Context: an optimization exercise on an open-source flow, tuned for small area. The choices shown serve that exercise and are no tape-out recipe. Only simulation tests tie the RTL to the original design; equivalence was not proved. Power is estimated from default activity; no workload was simulated.

## flow/flow/run.sh

```bash
#!/bin/bash
# Standard synthesis, then the standard layout with the smallest buffer on
# each port, a clock tree of clkbuf_8 leaves over larger sink clusters without
# dummy loads.
# Each call's full output goes to its own log here.
set -euo pipefail
bash standard.sh synth > synth.log 2>&1
bash standard.sh \
  "BUFFER_PORTS_ARGS=-buffer_cell sky130_fd_sc_hd__buf_1" \
  "CTS_ARGS=-sink_clustering_enable -repair_clock_nets -dont_use_dummy_load -buf_list sky130_fd_sc_hd__clkbuf_8 -root_buf sky130_fd_sc_hd__clkbuf_16 -sink_clustering_size 16 -sink_clustering_max_diameter 60" \
  finish > layout.log 2>&1
```

## flow/standard.sh

```bash
#!/bin/bash
# synth_recipe.tcl (not shown) runs the flow's synth.tcl, then flattens the netlist and writes it again
# the make line also repeats each setting of config.mk as NAME=value (left out here)
make -C /OpenROAD-flow-scripts/flow DESIGN_CONFIG=/design/flow/config.mk WORK_HOME=/design/flow/orfs CLKGATE_MAP_FILE= SYNTH_SCRIPT=/design/flow/synth_recipe.tcl "${@:-finish}"
```

## flow/config.mk

```make
export PLATFORM = sky130hd
export DESIGN_NAME = execCore
export DESIGN_NICKNAME = execCore
export VERILOG_FILES = /design/flow/design.v
export SDC_FILE = /design/flow/constraint.sdc
export NUM_CORES = 4
export LEC_CHECK = 0
export CAP_MARGIN = 20
export CORE_MARGIN = 2
export CORE_UTILIZATION = 50
export SLEW_MARGIN = 20
export SYNTH_HIERARCHICAL = 1
```

## flow/constraint.sdc

```tcl
create_clock -name core_clock -period 9.3 [get_ports {clk}]
set_input_delay 1.8600 -clock core_clock [delete_from_list [all_inputs] [get_ports {clk}]]
set_output_delay 1.8600 -clock core_clock [all_outputs]
set_load 0.01 [all_outputs]
```

## flow/design.v

```verilog
`default_nettype none
package cpuPkg;
    localparam int regAddrWidth = 5;
    typedef enum logic [2:0] {
        opAdd = 3'd0,    
        opSub = 3'd1,    
        opAnd = 3'd2,
        opOr  = 3'd3,
        opXor = 3'd4,
        opSlt = 3'd5,    
        opSll = 3'd6,    
        opSrl = 3'd7     
    } aluOp;
endpackage
`default_nettype wire
`default_nettype none
package ctrlPkg;
    typedef enum logic [1:0] {
        fwdReg = 2'd0,   
        fwdWb  = 2'd1,   
        fwdMem = 2'd2    
    } fwdSel;
    typedef enum logic {srcAlu = 1'b0, srcMem = 1'b1} resultSrc;
endpackage
`default_nettype wire
`timescale 1ns/1ps
`default_nettype none
module execCore #(
    parameter int dataWidth = 18,
    parameter int pcWidth   = 9,
    parameter int memDepth  = 32
) (
    input  logic                            clk,
    input  logic                            rst,
    input  logic                            regWriteE,
    input  logic                            memWriteE,
    input  ctrlPkg::resultSrc               resultSrcE,
    input  logic                            aluSrcE,
    input  logic                            branchE,
    input  logic                            jumpE,
    input  logic                            flushE,
    input  cpuPkg::aluOp                    aluCtrlE,
    input  logic [dataWidth-1:0]            rd1E,
    input  logic [dataWidth-1:0]            rd2E,
    input  logic [dataWidth-1:0]            immE,
    input  logic [pcWidth-1:0]              pcE,
    input  logic [cpuPkg::regAddrWidth-1:0] rs1E,
    input  logic [cpuPkg::regAddrWidth-1:0] rs2E,
    input  logic [cpuPkg::regAddrWidth-1:0] rdE,
    output logic                            pcSrcE,
    output logic [pcWidth-1:0]              pcTargetE,
    output logic [dataWidth-1:0]            resultW,
    output logic [cpuPkg::regAddrWidth-1:0] rdW,
    output logic                            regWriteW
);
    localparam int addrWidth = $clog2(memDepth);
    localparam int levels    = $clog2(dataWidth);
    logic                            regWriteM;
    logic                            memWriteM;
    logic                            memHoldM;     
    ctrlPkg::resultSrc               resultSrcM;
    logic [cpuPkg::regAddrWidth-1:0] rdM;
    logic                            mValid;       
    logic [dataWidth-1:0]            aluResultM;
    logic [dataWidth-1:0]            writeDataM;
    logic memLive, wbLive;
    logic fwdAMem, fwdAWb, fwdBMem, fwdBWb;
    assign memLive = regWriteM && (rdM != '0);
    assign wbLive  = regWriteW && (rdW != '0);
    assign fwdAMem = memLive && (rdM == rs1E);
    assign fwdAWb  = !fwdAMem && wbLive && (rdW == rs1E);
    assign fwdBMem = memLive && (rdM == rs2E);
    assign fwdBWb  = !fwdBMem && wbLive && (rdW == rs2E);
    logic [dataWidth-1:0] srcA;
    logic [dataWidth-1:0] srcBFwd;   
    logic [dataWidth-1:0] srcB;
    assign srcA    = fwdAMem ? aluResultM : (fwdAWb ? resultW : rd1E);
    assign srcBFwd = fwdBMem ? aluResultM : (fwdBWb ? resultW : rd2E);
    assign srcB    = aluSrcE ? immE : srcBFwd;
    logic                 subtract;
    logic                 isSum;
    logic                 isSlt;
    logic [dataWidth-1:0] bAdd;
    logic [dataWidth-1:0] gen;           
    logic [dataWidth-1:0] prop;          
    logic [dataWidth-1:0] half;          
    logic [dataWidth-1:0] carryIn;
    logic [dataWidth-1:0] sum;
    logic                 lessThan;
    logic [3:0]           shamt;
    logic [dataWidth-1:0] shiftIn;
    logic [dataWidth-1:0] shifted;
    logic [dataWidth-1:0] otherResult;   
    logic [dataWidth-1:0] aluResultE;
    logic                 sumZero;
    logic                 zeroE;
    assign isSum    = (aluCtrlE == cpuPkg::opAdd) || (aluCtrlE == cpuPkg::opSub);
    assign isSlt    = (aluCtrlE == cpuPkg::opSlt);
    assign subtract = aluCtrlE[0] & ~aluCtrlE[1];    
    assign bAdd = srcB ^ {dataWidth{subtract}};
    assign gen  = srcA & bAdd;
    assign prop = srcA | bAdd;
    assign half = srcA ^ bAdd;
    logic [dataWidth-1:0] grpG [levels+1];
    logic [dataWidth-1:0] grpP [levels+1];
    always_comb begin
        grpG[0] = gen;
        grpP[0] = prop;
        grpG[0][0] = gen[0] | (prop[0] & subtract);
        for (int l = 1; l <= levels; l++) begin
            for (int i = 0; i < dataWidth; i++) begin
                if (i >= (1 << (l-1))) begin
                    grpG[l][i] = grpG[l-1][i] | (grpP[l-1][i] & grpG[l-1][i - (1 << (l-1))]);
                    grpP[l][i] = grpP[l-1][i] & grpP[l-1][i - (1 << (l-1))];
                end else begin
                    grpG[l][i] = grpG[l-1][i];
                    grpP[l][i] = grpP[l-1][i];
                end
            end
        end
        carryIn = {grpG[levels][dataWidth-2:0], subtract};
    end
    assign sum = half ^ carryIn;
    assign lessThan = (srcA[dataWidth-1] ^ srcB[dataWidth-1]) ? srcA[dataWidth-1] : sum[dataWidth-1];
    assign shamt = srcB[3:0];                     
    always_comb begin
        for (int i = 0; i < dataWidth; i++)
            shiftIn[i] = aluCtrlE[0] ? srcA[dataWidth-1-i] : srcA[i];
    end
    assign shifted = shiftIn << shamt;
    always_comb begin
        case (aluCtrlE)
            cpuPkg::opAnd: otherResult = gen;
            cpuPkg::opOr:  otherResult = prop;
            cpuPkg::opXor: otherResult = half;
            cpuPkg::opSll: otherResult = shifted;
            cpuPkg::opSrl: begin
                for (int i = 0; i < dataWidth; i++) otherResult[i] = shifted[dataWidth-1-i];
            end
            default: otherResult = '0;
        endcase
    end
    always_comb begin
        if (isSum)      aluResultE = sum;
        else if (isSlt) aluResultE = {{(dataWidth-1){1'b0}}, lessThan};
        else            aluResultE = otherResult;
    end
    assign sumZero = (half == {prop[dataWidth-2:0], subtract});
    always_comb begin
        if (isSum)      zeroE = sumZero;
        else if (isSlt) zeroE = ~lessThan;
        else            zeroE = (otherResult == '0);
    end
    assign pcSrcE    = (zeroE & branchE) | jumpE;
    assign pcTargetE = pcE + immE[pcWidth-1:0];   
    always_ff @(posedge clk or negedge rst) begin
        if (!rst) begin
            regWriteM  <= 1'b0;
            memWriteM  <= 1'b0;
            memHoldM   <= 1'b1;
            resultSrcM <= ctrlPkg::srcAlu;
            rdM        <= '0;
            mValid     <= 1'b0;
        end else begin
            regWriteM  <= regWriteE & ~flushE;
            memWriteM  <= memWriteE & ~flushE;
            memHoldM   <= ~(memWriteE & ~flushE);
            resultSrcM <= resultSrcE;
            rdM        <= rdE;
            mValid     <= 1'b1;
        end
    end
    always_ff @(posedge clk) begin
        aluResultM <= aluResultE;
        writeDataM <= srcBFwd;   
    end
    logic [dataWidth-1:0] mem [memDepth];
    logic                 memValid;
    logic [addrWidth-1:0] addrM;
    logic [memDepth-1:0]  wordSel;
    logic [memDepth-1:0]  wordWe;
    logic [memDepth-1:0]  wordHold;
    logic [dataWidth-1:0] memNext [memDepth];
    assign addrM = aluResultM[addrWidth-1:0];   
    always_comb begin
        for (int i = 0; i < memDepth; i++) begin
            wordSel[i]  = (addrM == i[addrWidth-1:0]);
            wordWe[i]   = memWriteM & wordSel[i];
            wordHold[i] = memHoldM | (memValid & ~wordSel[i]);
            memNext[i]  = (mem[i] & {dataWidth{wordHold[i]}}) | (writeDataM & {dataWidth{wordWe[i]}});
        end
    end
    always_ff @(posedge clk) begin
        for (int i = 0; i < memDepth; i++) mem[i] <= memNext[i];
    end
    always_ff @(posedge clk or negedge rst) begin
        if (!rst) memValid <= 1'b0;
        else      memValid <= memValid | memWriteM;
    end
    localparam int nTerms  = memDepth + 1;
    localparam int nGroups = nTerms / 3;
    logic [dataWidth-1:0] termVal [nTerms];
    logic [nTerms-1:0]    termSel;
    logic [dataWidth-1:0] groupN [nGroups];    
    logic [dataWidth-1:0] resultM;
    always_comb begin
        for (int i = 0; i < memDepth; i++) begin
            termVal[i] = mem[i];
            termSel[i] = wordSel[i] & memValid & resultSrcM;
        end
        termVal[memDepth] = aluResultM;
        termSel[memDepth] = mValid & ~resultSrcM;
    end
    for (genvar k = 0; k < nGroups; k++) begin : gRead
        for (genvar j = 0; j < dataWidth; j++) begin : gBit
            aoi222 term (
                .a0(termVal[3*k][j]),   .s0(termSel[3*k]),
                .a1(termVal[3*k+1][j]), .s1(termSel[3*k+1]),
                .a2(termVal[3*k+2][j]), .s2(termSel[3*k+2]),
                .y (groupN[k][j])
            );
        end
    end
    always_comb begin
        for (int j = 0; j < dataWidth; j++) begin
            resultM[j] = 1'b0;
            for (int k = 0; k < nGroups; k++) resultM[j] = resultM[j] | ~groupN[k][j];
        end
    end
    always_ff @(posedge clk or negedge rst) begin
        if (!rst) begin
            regWriteW <= 1'b0;
            rdW       <= '0;
            resultW   <= '0;
        end else begin
            regWriteW <= regWriteM;
            rdW       <= rdM;
            resultW   <= resultM;
        end
    end
endmodule
module aoi222 (
    input  logic a0, s0, a1, s1, a2, s2,
    output logic y
);
    assign y = ~((a0 & s0) | (a1 & s1) | (a2 & s2));
endmodule
`default_nettype wire
```

==> results of run 1 <==
[worst max-delay path: cells and delay by family]
| kind | cells | cell delay (ns) |
|---|---|---|
| and+or+nand+nor | 7 | 1.29 |
| buffers and inverters | 4 | 0.42 |
| AOI/OAI and AO/OA | 6 | 1.74 |
| adders and majority gates | 1 | 0.19 |
| xor gates and xnor gates | 2 | 0.38 |
| muxes | 2 | 0.99 |
[layout make-up]
cell class	instances	area, um2
fillers	4742	24900
flip-flops and latches	647	13100
multi-input cells	1610	13000
repair buffers	197	1020
well taps	696	871
clock buffers	51	758
inverters	61	243
[Yosys stat by module, one instance, submodules excluded]
| module | flip-flops and latches | copies in the design | cell area (um2) |
|---|---|---|---|
| aoi222 | 0 | 198 | 10.0 |
| execCore | 647 | 1 | 25300 |
[flip-flops by register name, summed over array words and instances (netlist names)]
name	count
mem	576
aluResultM	18
resultW	18
writeDataM	18
rdM	5
rdW	5
mValid	1
memHoldM	1
memValid	1
memWriteM	1
regWriteM	1
regWriteW	1
resultSrcM	1
[report_power, final]
part | internal, mW | switching (mW) | total [mW]
Clock | 0.542 | 0.903 | 1.45
Combinational | 0.798 | 0.811 | 1.61
Sequential | 3.62 | 0.604 | 4.23
[per-stage QoR]
step                utilization [%]  power (mW)  hold slack, ns  std cells
CTS                            53.7        7.22           0.425       3262
global placement               52.3        5.75           0.413       3211
finish                         53.7        7.28           0.430       3262
global route                   53.7        7.58           0.446       3262
floorplan                         -        5.15           0.373       2555
detailed placement             52.3        5.80           0.404       3211
[cells by family (layout without fill, tap and decap cells)]
group                      after synthesis  after routing
AOI/OAI and AO/OA                     1041           1041
xor gates and xnor gates                77             77
adders and majority gates               46             46
buffers and inverters                  298            309
DFF                                    647            647
muxes                                   65             65
other                                    1              1
and+or+nand+nor                        380            380
[cells in the final DEF, fill, tap and decap left out, drive strengths merged, types with 5 or more instances in the layout]
cell / n
ha: 44
a22oi: 22
nand4: 61
nand3: 20
and3: 35
o21bai: 5
a222oi: 198
nor3b: 5
mux4: 14
buf: 195
dfrtp: 34
nor4: 5
a21oi: 43
nor2b: 5
o211ai: 10
nand2b: 7
xnor2: 64
o21ai: 46
o22ai: 19
a21o: 40
dfxtp: 612
inv: 60
nor2: 108
a31oi: 19
a22o: 578
o221ai: 5
a311oi: 10
clkbuf: 53
nor3: 26
mux2i: 48
xor2: 13
nand2: 89
o31ai: 7
a211oi: 5
[layer usage]
metal | global-route usage (%) | vias to the layer above
li1 | - | 10172
met1 | 50.5 | 11991
met2 | 54.0 | 1462
met3 | 6.43 | 278
met4 | 17.7 | 4
met5 | 0 | -
[path summary, 6_finish.rpt]
check	from	to	slack, ns	cells past startpoint
max	rs2E[2]	pcSrcE	0.56	22
min	regWriteM	regWriteW	0.43	0
max reg2reg	rdM[1]	aluResultM[16]	2.74	20
min reg2reg	regWriteM	regWriteW	0.43	0
max in group asynchronous	rst	resultW[1]	7.48	2
min in group asynchronous	rst	rdM[0]	1.36	2
==> impl_metrics.csv, run 1 <==
group,metric,value,unit
place,dp_hpwl,70.0,mm
detailed_routing,wl_met1,44.4,mm
clock_network,insertion_delay,0.60,ns
yosys,synth-edff-count,0,
floorplan,start_util,50.6,%
setup_path,cpMostUsedCell,"nor2_1",
floorplan,die_x,238,um
setup_path,critPathKind,"in -> out",
yosys,synth_top_cell_area_share,44.9,%
timing,fmax,114,MHz
detailed_routing,top_layer,"met5",
timing,skew,0.0815,ns
detailed_routing,wl_met2,45.6,mm
clock_network,clock-root-buffer,"clkbuf_16",
pwr,irDropWorstVdd,0.000161,V
place,place.gp.congestion,0.995,
setup_path,worstSetupEndpointType,"output pin",
detailed_routing,routed_wl,106,mm
clock_network,cts_hold_buf,0,
place,io_buffers,123,
detailed_routing,met3_wirelength,10.0,mm
clock_network,h-tree-depth,2,
floorplan,pin_count,124,
yosys,synth-xor-area-share,2.47,%
detailed_routing,vias,23907,
yosys,ys_seq_elements,647,
setup_path,cp-start-kind,"input pin",
timing,finalSetupViolations,0,
timing,slew_violations,0,
clock_network,postCtsSetupBuffers,0,
yosys,yosys.area_share.simple,6.97,%
yosys,avgSynthCellArea,10.7,um2
detailed_routing,first_pass_iters,13,
yosys,synth_adder_area_share,2.16,%
yosys,yosysMostFrequentCell,"dfxtp_1",
clock_network,clk_pin_slew,0.09,ns
status,status,"no timing/DRC/antenna violations",
place,place_area,0.0282,mm2
timing,max-slew-margin-rel,33.6,%
grt,overflow,0,
timing,hold_viol,0,
yosys,muxShareOfSynthArea,3.14,%
clock_network,cts_resized,0,
setup_path,worst-path-max-fanout,16,
yosys,synth_common_cells,"dfxtp_1, a22o_1, clkbuf_1, a222oi_1, nor2_1",
timing,rsz0062_at_grt,"no",
yosys,synth_area_leaders,"dfxtp_1, a22o_1, a222oi_1, dfrtp_1, clkbuf_1",
yosys,yosysSeqAreaShare,48.1,%
setup_path,critPathSlowestCell,"o41ai_1",
floorplan,chipHeight,238,um
timing,worst_pin_slew,0.991,ns
floorplan,die_area,0.0564,mm2
yosys,synth-main-ff-cell,"dfxtp_1",
floorplan,core,0.0539,mm2
timing,tns,0,ns
cells_and_area,drive_gt1_share,7.01,%
yosys,synth.distinct_cells,90,
grt,grtUsageTotal,36.1,%
setup_path,max_stage_delay,0.63,ns
yosys,synthArstFlopShare,5.41,%
setup_path,crit_chain,"buf_1, xnor2_1, nand4_1, or2_2, a31oi_1, mux2_2, xnor2_1, inv_1, ha_1, inv_1, a21oi_1, nor2_1, nor2_1, o21ai_0, a311oi_1, nor3_1, o41ai_1, mux2_2, nor3_1, nor2_1, a41o_1, buf_1",
cells_and_area,syn2layout_area_growth,6.24,%
setup_path,critPathRequiredTime,7.44,ns
yosys,syn_area,0.0273,mm2
setup_path,cp_data_arrival_time,6.88,ns
grt,grt_antenna_before_repair,2,
clock_network,cts_made_buffers,51,
yosys,synth_top_family_by_area,"compound AO/OA/AOI/OAI gates",
cells_and_area,diodes,0,
grt,grt_first_pass_wirelength,153,mm
grt,grt_max_degree,38,
cells_and_area,final_nets,2704,
yosys,yosysWarnings,18,
timing,post-route-period-util,93.9,%
yosys,synth_top_cell_by_area,"dfxtp_1",
place,dp_slack,0.734,ns
detailed_routing,wire_per_inst,32.4,um
clock_network,cts.sink_count,647,
pwr,powerDensity,251,mW/mm2
detailed_routing,drt_iter0_drc,3470,
yosys,netlist_instances,2555,
detailed_routing,drc,0,
timing,finalCriticalPeriod,8.74,ns
flow_run,drv_cap,0,
detailed_routing,avgViaCountPerCell,7.33,
hold_path,hp-class,"reg -> reg",
clock_network,cts_tree,"built",
timing,worst_slack,0.564,ns
clock_network,clockBufferDepth,3,
pwr,power.leakage,11.4,nW
floorplan,num_rows,85,
yosys,syn_nets,2691,
cells_and_area,fin_area,0.0290,mm2
detailed_routing,ant_nets,0,
grt,grt_pass1_vias,22693,
yosys,synth_compound_area_share,32.7,%
==> run 2, diff against run 1 <==
--- a/flow/config.mk
+++ b/flow/config.mk
@@ -5,8 +5,8 @@
 export SDC_FILE = /design/flow/constraint.sdc
 export NUM_CORES = 4
 export LEC_CHECK = 0
-export CAP_MARGIN = 20
+export CAP_MARGIN = 15
 export CORE_MARGIN = 2
 export CORE_UTILIZATION = 50
-export SLEW_MARGIN = 20
+export SLEW_MARGIN = 15
 export SYNTH_HIERARCHICAL = 1
==> impl_metrics.csv, run 2 <==
group,metric,value,unit
setup_path,r2r_setup_slack,2.74,ns
yosys,avgSynthCellArea,10.7,um2
timing,fmax,116,MHz
clock_network,insertion_delay,0.59,ns
pwr,irDropWorstVdd,0.000149,V
clock_network,cts_resized,0,
setup_path,ff2ff_path_depth,20,
yosys,ys_seq_elements,647,
hold_path,hold_path_depth,0,
hold_path,min_to,"regWriteW",
clock_network,h-tree-depth,2,
cells_and_area,final_cell_mix,"dfxtp_1, a22o_1, a222oi_1, buf_1, nor2_1",
cells_and_area,largest_register_ffs,576,
timing,finalHoldWorstSlack,0.428,ns
timing,post-route-period-util,92.9,%
grt,grt_antenna_before_repair,1,
pwr,power.leakage,11.4,nW
floorplan,num_rows,85,
timing,rsz0062_at_grt,"no",
detailed_routing,drt_iter0_drc,3795,
yosys,synth_top_cell_by_area,"dfxtp_1",
clock_network,clk_pin_slew,0.10,ns
yosys,synth_area_leaders,"dfxtp_1, a22o_1, a222oi_1, dfrtp_1, clkbuf_1",
pwr,powerDensity,251,mW/mm2
clock_network,cts.sink_count,647,
timing,skew,0.0776,ns
setup_path,r2r_end,"aluResultM[16]",
timing,worst_pin_slew,1.24,ns
clock_network,clock-root-buffer,"clkbuf_16",
timing,slew_violations,0,
cells_and_area,syn2layout_area_growth,6.19,%
yosys,syn_area,0.0273,mm2
pwr,total_power,7.26,mW
timing,hold_viol,0,
floorplan,start_util,50.6,%
yosys,netlist_instances,2555,
timing,finalSetupViolations,0,
place,place.gp.congestion,0.995,
cells_and_area,final_nets,2703,
hold_path,hp-class,"reg -> reg",
hold_path,hp-start,"regWriteM",
detailed_routing,vias,23840,
setup_path,critPathKind,"in -> out",
place,dp_hpwl,69.9,mm
yosys,synth_top_cell_area_share,44.9,%
grt,grt_pass1_vias,22706,
grt,grt_max_degree,38,
floorplan,pin_count,124,
floorplan,core,0.0539,mm2
floorplan,chipHeight,238,um
flow_run,drv_cap,0,
place,dp.cells,3211,
status,status,"no timing/DRC/antenna violations",
clock_network,clockBufferDepth,3,
yosys,synth.distinct_cells,90,
detailed_routing,avgViaCountPerCell,7.31,
detailed_routing,wire_per_inst,32.3,um
yosys,yosysMostFrequentCell,"dfxtp_1",
timing,max-slew-margin-rel,17.2,%
timing,tns,0,ns
detailed_routing,drc,0,
detailed_routing,ant_nets,0,
cells_and_area,final_common_cell,"dfxtp_1",
cells_and_area,final_core_util,53.7,%
setup_path,r2r_start,"rdM[1]",
yosys,syn_nets,2691,
setup_path,cp_data_arrival_time,6.78,ns
clock_network,postCtsSetupBuffers,0,
cells_and_area,final_cell_count_no_fill,3262,
detailed_routing,routed_wl,105,mm
clock_network,cts_tree,"built",
timing,finalCriticalPeriod,8.64,ns
clock_network,cts_made_buffers,50,
yosys,synth-main-ff-cell,"dfxtp_1",
cells_and_area,nFillCells,4798,
setup_path,critPathRequiredTime,7.44,ns
yosys,synth-edff-count,0,
yosys,yosysWarnings,18,
grt,overflow,0,
grt,grt_first_pass_wirelength,153,mm
yosys,yosysSeqAreaShare,48.1,%
clock_network,cts_hold_buf,0,
grt,grtUsageTotal,36.1,%
setup_path,worst-path-max-fanout,16,
setup_path,worstSetupEndpointType,"output pin",
cells_and_area,drive_gt1_share,6.94,%
floorplan,die_area,0.0564,mm2
place,io_buffers,123,
floorplan,die_x,238,um
yosys,synthArstFlopShare,5.41,%
cells_and_area,regMostFlops,"mem",
detailed_routing,first_pass_iters,10,
yosys,synth_common_cells,"dfxtp_1, a22o_1, clkbuf_1, a222oi_1, nor2_1",
setup_path,cp-start-kind,"input pin",
-- run 2: worst max-delay path: stages --
cell and delay (ns):
buf_1 0.11, xnor2_1 0.20, nand4_1 0.31, or2_2 0.42, a31oi_1 0.27, mux2_2 0.58, xnor2_1 0.18, inv_1 0.09
ha_1 0.19, inv_1 0.09, a21oi_1 0.14, nor2_1 0.05, nor2_1 0.08, o21ai_0 0.11, a311oi_1 0.35, nor3_1 0.14
o41ai_1 0.62, mux2_2 0.41, nor3_1 0.14, nor2_1 0.10, a41o_1 0.20, buf_1 0.13
-- run 2: where the power goes --
group	switching (mW)	internal (mW)	leakage (nW)
registers	0.603	3.62	5.47
logic	0.810	0.798	5.58
clock network	0.893	0.533	0.385
total	2.31	4.95	11.4
-- run 2: worst max path at each step --
stage | startpoint | end | slack [ns] | cells past startpoint
floorplan | rs2E[3] | pcSrcE | 1.47 | 22
global placement | rs2E[2] | pcSrcE | 0.72 | 22
detailed placement | rs2E[2] | pcSrcE | 0.78 | 22
CTS | rs2E[2] | pcSrcE | 0.74 | 22
global route | rs2E[2] | pcSrcE | 0.26 | 22
finish | rs2E[2] | pcSrcE | 0.66 | 22
-- run 2: cell families after synthesis --
| family | count (synthesis) | share of synthesized area, % |
|---|---|---|
| other cells | 1 | 0.0137 |
| fa+ha+maj | 46 | 2.16 |
| flops | 647 | 48.1 |
| xor+xnor | 77 | 2.47 |
| compound gates | 1041 | 32.7 |
| mux | 65 | 3.14 |
| buf+inv | 298 | 4.45 |
| simple gates | 380 | 6.97 |
-- run 2: final cells by class --
| cell class | instances | area (um2) | area share, % |
|---|---|---|---|
| Antenna cell | 1 | 2.50 | 0.00864 |
| Tap cell | 696 | 871 | 3.01 |
| Clock buffer | 50 | 744 | 2.57 |
| Inverter | 61 | 243 | 0.838 |
| Sequential cell | 647 | 13100 | 45.3 |
| Multi-Input combinational cell | 1610 | 13000 | 44.7 |
| Timing Repair Buffer | 197 | 1020 | 3.52 |
-- run 2: metrics by stage --
stage	instance area (um2)	setup WS, ns
2_1_floorplan	27300	1.47
6_report	29000	0.664
5_1_grt	29000	0.259
4_1_cts	29000	0.737
3_3_place_gp	28200	0.718
3_5_place_dp	28200	0.782
-- run 2: per-module statistics from Yosys, one instance, submodules excluded --
module / flops+latches / cells / copies in the design
aoi222: 0 / 1 / 198
execCore: 647 / 2357 / 1
-- run 2: per-layer routing --
metal / GRT usage, % / wire, um / vias to the layer above
met2: 53.6 / 45300 / 1558
met4: 18.5 / 6090 / 0
li1: - / - / 10187
met1: 50.6 / 43700 / 11800
met3: 5.90 / 10100 / 295
met5: 0 / 0 / -
==> run 3, diff against run 2 <==
==> flow/flow/run.sh (replaced) <==
#!/bin/bash
# Standard synthesis, then the standard layout with the smallest buffer on
# each port, a clock tree of clkbuf_8 leaves over larger sink clusters without
# dummy loads.
# Each call's full output goes to its own log here.
set -euo pipefail
bash standard.sh synth > synth.log 2>&1
bash standard.sh \
  "BUFFER_PORTS_ARGS=-buffer_cell sky130_fd_sc_hd__buf_1" \
  "CTS_ARGS=-sink_clustering_enable -repair_clock_nets -dont_use_dummy_load -buf_list sky130_fd_sc_hd__clkbuf_8 -root_buf sky130_fd_sc_hd__clkbuf_16 -sink_clustering_size 18 -sink_clustering_max_diameter 70" \
  finish > layout.log 2>&1
--- a/flow/config.mk
+++ b/flow/config.mk
@@ -5,8 +5,8 @@
 export SDC_FILE = /design/flow/constraint.sdc
 export NUM_CORES = 4
 export LEC_CHECK = 0
-export CAP_MARGIN = 15
+export CAP_MARGIN = 20
 export CORE_MARGIN = 2
 export CORE_UTILIZATION = 50
-export SLEW_MARGIN = 15
+export SLEW_MARGIN = 20
 export SYNTH_HIERARCHICAL = 1
==> impl_metrics.csv, run 3 <==
group,metric,value,unit
timing,finalCriticalPeriod,8.70,ns
cells_and_area,fin_area,0.0289,mm2
clock_network,postCtsSetupBuffers,0,
yosys,yosysMostFrequentCell,"dfxtp_1",
cells_and_area,final_core_util,53.6,%
timing,slew_violations,0,
setup_path,max_stage_delay,0.62,ns
yosys,synth_compound_area_share,32.7,%
cells_and_area,final_cell_count_no_fill,3256,
timing,fmax,115,MHz
pwr,pwr-share-comb,22.3,%
yosys,synth_top_cell_by_area,"dfxtp_1",
detailed_routing,drt_iter0_drc,3606,
grt,grt_first_pass_wirelength,153,mm
setup_path,worstSetupEndpointType,"output pin",
place,io_buffers,123,
timing,hold_viol,0,
timing,rsz0062_at_grt,"no",
yosys,syn_nets,2691,
yosys,synth-xor-area-share,2.47,%
yosys,yosys.area_share.simple,6.97,%
pwr,total_power,7.21,mW
pwr,switching_share,31.9,%
yosys,synth_top_cell_area_share,44.9,%
floorplan,die_x,238,um
clock_network,cts_made_buffers,45,
detailed_routing,routed_wl,106,mm
floorplan,pin_count,124,
clock_network,insertion_delay,0.59,ns
timing,post-route-period-util,93.6,%
setup_path,crit_chain,"buf_1, xnor2_1, nand4_1, or2_2, a31oi_1, mux2_2, xnor2_1, inv_1, ha_1, inv_1, a21oi_1, nor2_1, nor2_1, o21ai_0, a311oi_1, nor3_1, o41ai_1, mux2_2, nor3_1, nor2_1, a41o_1, buf_1",
clock_network,clk_pin_slew,0.11,ns
pwr,irDropWorstVdd,0.000141,V
flow_run,drv_cap,0,
setup_path,cpMostUsedCell,"nor2_1",
floorplan,num_rows,85,
yosys,yosysWarnings,18,
grt,grt_pass1_vias,22686,
yosys,netlist_instances,2555,
grt,overflow,0,
setup_path,path_buf_inv,4,
setup_path,worst-path-max-fanout,16,
place,dp_hpwl,70.0,mm
place,place.gp.congestion,0.995,
pwr,p_sw,2.30,mW
clock_network,h-tree-depth,2,
cells_and_area,final_common_cell,"dfxtp_1",
detailed_routing,vias,23851,
detailed_routing,drc,0,
yosys,muxShareOfSynthArea,3.14,%
floorplan,core,0.0539,mm2
cells_and_area,diodes,0,
cells_and_area,largest_register_ffs,576,
cells_and_area,final_nets,2698,
yosys,avgSynthCellArea,10.7,um2
yosys,synth-main-ff-cell,"dfxtp_1",
floorplan,die_area,0.0564,mm2
yosys,synth_common_cells,"dfxtp_1, a22o_1, clkbuf_1, a222oi_1, nor2_1",
floorplan,chipHeight,238,um
pwr,intPower,4.91,mW
clock_network,clockBufferDepth,3,
timing,tns,0,ns
pwr,powerDensity,249,mW/mm2
clock_network,cts_tree,"built",
cells_and_area,regMostFlops,"mem",
yosys,synth_top_family_by_area,"compound AO/OA/AOI/OAI gates",
clock_network,cts_resized,0,
place,dp_slack,0.734,ns
yosys,ys_seq_elements,647,
setup_path,critPathSlowestCell,"o41ai_1",
detailed_routing,first_pass_iters,13,
setup_path,critPathRequiredTime,7.44,ns
clock_network,clock-root-buffer,"clkbuf_16",
detailed_routing,wire_per_inst,32.5,um
clock_network,cts.sink_count,647,
timing,finalSetupViolations,0,
timing,skew,0.0875,ns
yosys,synth-edff-count,0,
status,status,"no timing/DRC/antenna violations",
yosys,synth.distinct_cells,90,
pwr,pwr-share-clk,19.1,%
pwr,power.leakage,11.4,nW
timing,worst_slack,0.599,ns
yosys,synth_adder_area_share,2.16,%
timing,max-slew-margin-rel,34.0,%
detailed_routing,ant_nets,0,
grt,grt_max_degree,38,
hold_path,hp-class,"reg -> reg",
setup_path,cp-start-kind,"input pin",
setup_path,critPathKind,"in -> out",
yosys,yosysSeqAreaShare,48.1,%
setup_path,r2r_setup_slack,2.70,ns
grt,grt_antenna_before_repair,1,
pwr,seqPwrFrac,58.6,%
yosys,synth_area_leaders,"dfxtp_1, a22o_1, a222oi_1, dfrtp_1, clkbuf_1",
cells_and_area,syn2layout_area_growth,5.94,%
setup_path,cp_data_arrival_time,6.84,ns
floorplan,start_util,50.6,%
yosys,syn_area,0.0273,mm2
yosys,synthArstFlopShare,5.41,%
grt,grtUsageTotal,36.1,%
cells_and_area,drive_gt1_share,6.80,%
place,place_area,0.0282,mm2
place,dp.cells,3211,
setup_path,path_delay_family,"compound AO/OA/AOI/OAI gates",
cells_and_area,final_cell_mix,"dfxtp_1, a22o_1, a222oi_1, buf_1, nor2_1",
clock_network,cts_hold_buf,0,
detailed_routing,avgViaCountPerCell,7.33,
timing,worst_pin_slew,0.987,ns
timing,finalHoldWorstSlack,0.436,ns
==> run 3: cell counts after synthesis <==
No cell type changed its count.
==> run 3: worst paths after layout <==
check / cells past startpoint / from / to
setup / recovery: 22 / rs2E[2] / pcSrcE
hold / removal: 0 / regWriteM / regWriteW
setup reg to reg: 20 / rdM[1] / aluResultM[16]
hold reg to reg: 0 / regWriteM / regWriteW
max in group asynchronous: 2 / rst / resultW[1]
min in group asynchronous: 2 / rst / mValid
==> run 3: per-layer routing <==
| layer | up-vias | global-route usage (%) | wire [um] |
|---|---|---|---|
| met5 | - | 0 | 10 |
| met4 | 2 | 17.7 | 5780 |
| met3 | 275 | 5.67 | 9930 |
| met2 | 1536 | 54.3 | 46000 |
| met1 | 11870 | 50.6 | 44000 |
| li1 | 10168 | - | - |
==> run 3: kinds of logic after synthesis <==
kind of cell	Yosys count
other	1
multiplexers	65
flip-flops	647
adder cells (fa/ha/maj)	46
buffers and inverters	298
AND/OR/NAND/NOR	380
XOR/XNOR	77
AO/OA/AOI/OAI	1041
==> run 3: cell type report <==
type	count	area (um2)
fill	4752	25000
sequential	647	13100
multi-input combinational	1610	13000
timing repair buffer	197	1020
tap	696	871
inverter	61	243
clock buffer	45	676
==> run 3: per-module statistics from Yosys (local to each module, per instance) <==
module / flops+latches / area [um2]
aoi222: 0 / 10.0
execCore: 647 / 25300
==> run 3: power groups by stage <==
stage | Sequential [mW] | Combinational [mW] | Clock (mW)
final | 4.23 | 1.61 | 1.37
after floorplan | 4.03 | 1.12 | 0
after global routing | 4.30 | 1.71 | 1.49
after CTS | 4.19 | 1.57 | 1.39
after global placement | 4.22 | 1.53 | 0
after detailed placement | 4.24 | 1.56 | 0
==> run 4, diff against run 3 <==
--- a/flow/design.v
+++ b/flow/design.v
@@ -57,7 +57,6 @@
     localparam int levels    = $clog2(dataWidth);
     logic                            regWriteM;
     logic                            memWriteM;
-    logic                            memHoldM;     
     ctrlPkg::resultSrc               resultSrcM;
     logic [cpuPkg::regAddrWidth-1:0] rdM;
     logic                            mValid;       
@@ -157,14 +156,12 @@
         if (!rst) begin
             regWriteM  <= 1'b0;
             memWriteM  <= 1'b0;
-            memHoldM   <= 1'b1;
             resultSrcM <= ctrlPkg::srcAlu;
             rdM        <= '0;
             mValid     <= 1'b0;
         end else begin
             regWriteM  <= regWriteE & ~flushE;
             memWriteM  <= memWriteE & ~flushE;
-            memHoldM   <= ~(memWriteE & ~flushE);
             resultSrcM <= resultSrcE;
             rdM        <= rdE;
             mValid     <= 1'b1;
@@ -181,13 +178,20 @@
     logic [memDepth-1:0]  wordWe;
     logic [memDepth-1:0]  wordHold;
     logic [dataWidth-1:0] memNext [memDepth];
+    logic                 clearAll;
     assign addrM = aluResultM[addrWidth-1:0];   
+    assign clearAll = memWriteM & ~memValid;
     always_comb begin
         for (int i = 0; i < memDepth; i++) begin
             wordSel[i]  = (addrM == i[addrWidth-1:0]);
             wordWe[i]   = memWriteM & wordSel[i];
-            wordHold[i] = memHoldM | (memValid & ~wordSel[i]);
-            memNext[i]  = (mem[i] & {dataWidth{wordHold[i]}}) | (writeDataM & {dataWidth{wordWe[i]}});
+            wordHold[i] = ~(wordWe[i] | clearAll);
+        end
+    end
+    for (genvar i = 0; i < memDepth; i++) begin : gWord
+        for (genvar j = 0; j < dataWidth; j++) begin : gBit
+            ao22 next (.a0(mem[i][j]), .s0(wordHold[i]), .a1(writeDataM[j]), .s1(wordWe[i]),
+                       .y(memNext[i][j]));
         end
     end
     always_ff @(posedge clk) begin
@@ -239,6 +243,12 @@
         end
     end
 endmodule
+module ao22 (
+    input  logic a0, s0, a1, s1,
+    output logic y
+);
+    assign y = (a0 & s0) | (a1 & s1);
+endmodule
 module aoi222 (
     input  logic a0, s0, a1, s1, a2, s2,
     output logic y
==> impl_metrics.csv, run 4 <==
group,metric,value,unit
yosys,synthArstFlopShare,5.26,%
grt,grt_antenna_before_repair,1,
timing,post-route-period-util,94.2,%
clock_network,cts_resized,0,
cells_and_area,final_common_cell,"dfxtp_1",
clock_network,h-tree-depth,2,
cells_and_area,multi_input_area,0.0130,mm2
setup_path,cp_data_arrival_time,6.90,ns
floorplan,die_area,0.0548,mm2
timing,skew,0.0966,ns
setup_path,max_stage_delay,0.58,ns
grt,grt_first_pass_wirelength,149,mm
setup_path,critPathRequiredTime,7.44,ns
timing,max-slew-margin-rel,32.2,%
yosys,synth_top_cell_by_area,"dfxtp_1",
timing,worst_slack,0.541,ns
cells_and_area,final_nets,2793,
timing,finalSetupViolations,0,
setup_path,worst-path-max-fanout,6,
timing,hold_viol,0,
yosys,synth_common_cells,"dfxtp_1, a22o_1, a222oi_1, nor2_1, nand4_1",
detailed_routing,avgViaCountPerCell,7.24,
grt,grtUsageTotal,36.3,%
cells_and_area,nFillCells,4611,
yosys,syn_area,0.0265,mm2
floorplan,pin_count,124,
grt,grt_max_degree,39,
cells_and_area,final_cell_mix,"dfxtp_1, a22o_1, a222oi_1, nor2_1, buf_4",
timing,rsz0062_at_grt,"no",
timing,finalHoldWorstSlack,0.391,ns
setup_path,cp-start-kind,"input pin",
clock_network,clock-root-buffer,"clkbuf_16",
yosys,synth.distinct_cells,73,
detailed_routing,first_pass_iters,10,
timing,worst_pin_slew,1.02,ns
floorplan,core,0.0524,mm2
cells_and_area,regMostFlops,"mem",
clock_network,clk_pin_slew,0.10,ns
setup_path,critPathSlowestCell,"or4_1",
yosys,netlist_instances,2399,
clock_network,clockBufferDepth,3,
yosys,syn_nets,2535,
yosys,avgSynthCellArea,11.0,um2
clock_network,postCtsSetupBuffers,0,
setup_path,worstSetupEndpointType,"output pin",
cells_and_area,drive_gt1_share,8.93,%
detailed_routing,ant_nets,0,
yosys,yosysWarnings,17,
floorplan,start_util,50.5,%
hold_path,hp-class,"reg -> reg",
grt,overflow,0,
yosys,ys_seq_elements,646,
detailed_routing,wire_per_inst,30.8,um
cells_and_area,final_core_util,56.0,%
setup_path,crit_chain,"buf_1, xnor2_1, nand4_1, nor2_1, mux2i_1, o21ai_0, mux2i_1, xnor2_1, inv_1, ha_1, or4_1, nor4b_1, o21ai_0, a31oi_1, a221oi_1, a31oi_1, mux2i_1, o21ai_0, o31ai_2, buf_1",
place,place_area,0.0287,mm2
detailed_routing,drt_iter0_drc,3841,
timing,fmax,114,MHz
pwr,irDropWorstVdd,0.000168,V
place,io_buffers,123,
setup_path,critPathKind,"in -> out",
clock_network,insertion_delay,0.59,ns
cells_and_area,syn2layout_area_growth,10.9,%
place,dp_hpwl,71.3,mm
place,dp_slack,0.666,ns
cells_and_area,diodes,0,
clock_network,cts_made_buffers,45,
floorplan,die_x,234,um
yosys,synth_top_cell_area_share,46.3,%
cells_and_area,seqCellArea,0.0131,mm2
flow_run,drv_cap,0,
place,place.gp.congestion,1.01,
yosys,synth-main-ff-cell,"dfxtp_1",
clock_network,cts_hold_buf,0,
yosys,synth-edff-count,0,
yosys,yosysMostFrequentCell,"dfxtp_1",
cells_and_area,largest_register_ffs,576,
pwr,power.leakage,11.3,nW
timing,finalCriticalPeriod,8.76,ns
yosys,synth_area_leaders,"dfxtp_1, a22o_1, a222oi_1, dfrtp_1, nor2_1",
cells_and_area,fin_area,0.0294,mm2
yosys,yosysSeqAreaShare,49.5,%
detailed_routing,drc,0,
clock_network,cts.sink_count,646,
pwr,powerDensity,250,mW/mm2
grt,grt_pass1_vias,22130,
clock_network,cts_tree,"built",
detailed_routing,vias,24194,
timing,tns,0,ns
floorplan,num_rows,84,
floorplan,chipHeight,234,um
detailed_routing,routed_wl,103,mm
status,status,"no timing/DRC/antenna violations",
timing,slew_violations,0,
==> run 4: cell count changes after synthesis, sizes merged, moves of 9 or more <==
| cell | before | now |
|---|---|---|
| a21o | 40 | 10 |
| and3 | 35 | 5 |
| buf | 32 | 14 |
| clkbuf | 204 | 42 |
| nand2 | 89 | 63 |
| nand3 | 20 | 34 |
| nor2 | 108 | 169 |
| o21ai | 46 | 55 |
| xnor2 | 64 | 52 |
| xor2 | 13 | 26 |
==> run 4: critical path, delay by kind of cell <==
| family | cells | cell delay [ns] |
|---|---|---|
| buffers and inverters | 3 | 0.43 |
| muxes | 3 | 0.51 |
| xor gates and xnor gates | 2 | 0.37 |
| adders and majority gates | 1 | 0.25 |
| AOI/OAI and AO/OA | 7 | 1.88 |
| and+or+nand+nor | 4 | 1.61 |
==> run 4: cells by family after synthesis <==
logic type      synth area share [%]
compound gates                  33.5
fa+ha+maj                       2.27
buf+inv                         1.68
other cells                   0.0142
simple gates                    7.46
xor+xnor                        2.58
flops                           49.5
mux                             3.08
==> run 4: per-layer routing <==
metal	part of all wire (%)	track usage (%)
met5	0.0097	0
met4	4.7	15.4
met3	9.8	6.85
met2	44	53.3
met1	42	52.0
==> run 4: layout make-up <==
cell class,count,share of cell area (%)
repair buffers,267,5.27
well taps,688,2.93
inverters,59,0.754
multi-input cells,1638,44.1
flip-flops and latches,646,44.6
clock buffers,45,2.30
==> run 4: stage by stage <==
step	power, mW	instances
floorplan	5.34	2399
global placement	5.91	3298
detailed placement	5.97	3298
CTS	7.29	3343
global route	7.63	3343
finish	7.33	3343
==> run 4: modules after synthesis, one instance, submodules excluded <==
module,times used,cells inside,cell area (um2)
execCore,1,1625,19500
aoi222,198,1,10.0
ao22,576,1,8.76
==> run 4: power breakdown <==
part	leakage [nW]	switching [mW]	internal, mW
clock network	0.349	0.864	0.487
logic	5.46	0.800	0.939
registers	5.46	0.572	3.67
==> run 4: final timing paths <==
check                          start        endpoint  slack, ns  depth (start not counted)
hold / removal             regWriteM       regWriteW       0.39                          0
min in group asynchronous        rst          rdM[3]       1.38                          1
setup reg to reg              rdM[3]  aluResultM[16]       3.50                         19
setup / recovery             rs2E[0]          pcSrcE       0.54                         20
hold reg to reg            regWriteM       regWriteW       0.39                          0
max in group asynchronous        rst      resultW[9]       7.33                          1

==> afterwards: timing with drivers on the ports <==
In the flow no input, the clock included, has a driving cell. The finished layouts below were timed again as built, in two steps. Step 1 sets driving cells, clkbuf_16 on the clock port and buf_2 on the other inputs (assumed; they add their load-dependent delay and slew). Step 2 times the ports against the registers' clock, not the clock port: input delays grow and output delays shrink by t, the midpoint of the rising clock arrivals with the driver on. Slacks: no drivers / after step 1 / after step 2; pairs: no drivers / after step 1.
| run | t (ns) | slack for setup (ns) | hold WS [ns] | slew at the worst register clock pin (ns) |
|---|---|---|---|---|
| run 1 | 0.617 | 0.564 / 0.536 / 0.536 | 0.430 / 0.430 / 0.430 | 0.10 / 0.10 |
| run 2 | 0.614 | 0.664 / 0.632 / 0.632 | 0.428 / 0.428 / 0.428 | 0.11 / 0.11 |
| run 3 | 0.611 | 0.599 / 0.566 / 0.566 | 0.436 / 0.436 / 0.436 | 0.12 / 0.12 |
| run 4 | 0.602 | 0.541 / 0.509 / 0.509 | 0.391 / 0.391 / 0.391 | 0.12 / 0.12 |
After both steps every run listed still meets setup and hold. The setup slack of run 3, which loses most, moves by -0.033 ns with the drivers and by -0.033 ns with both steps.
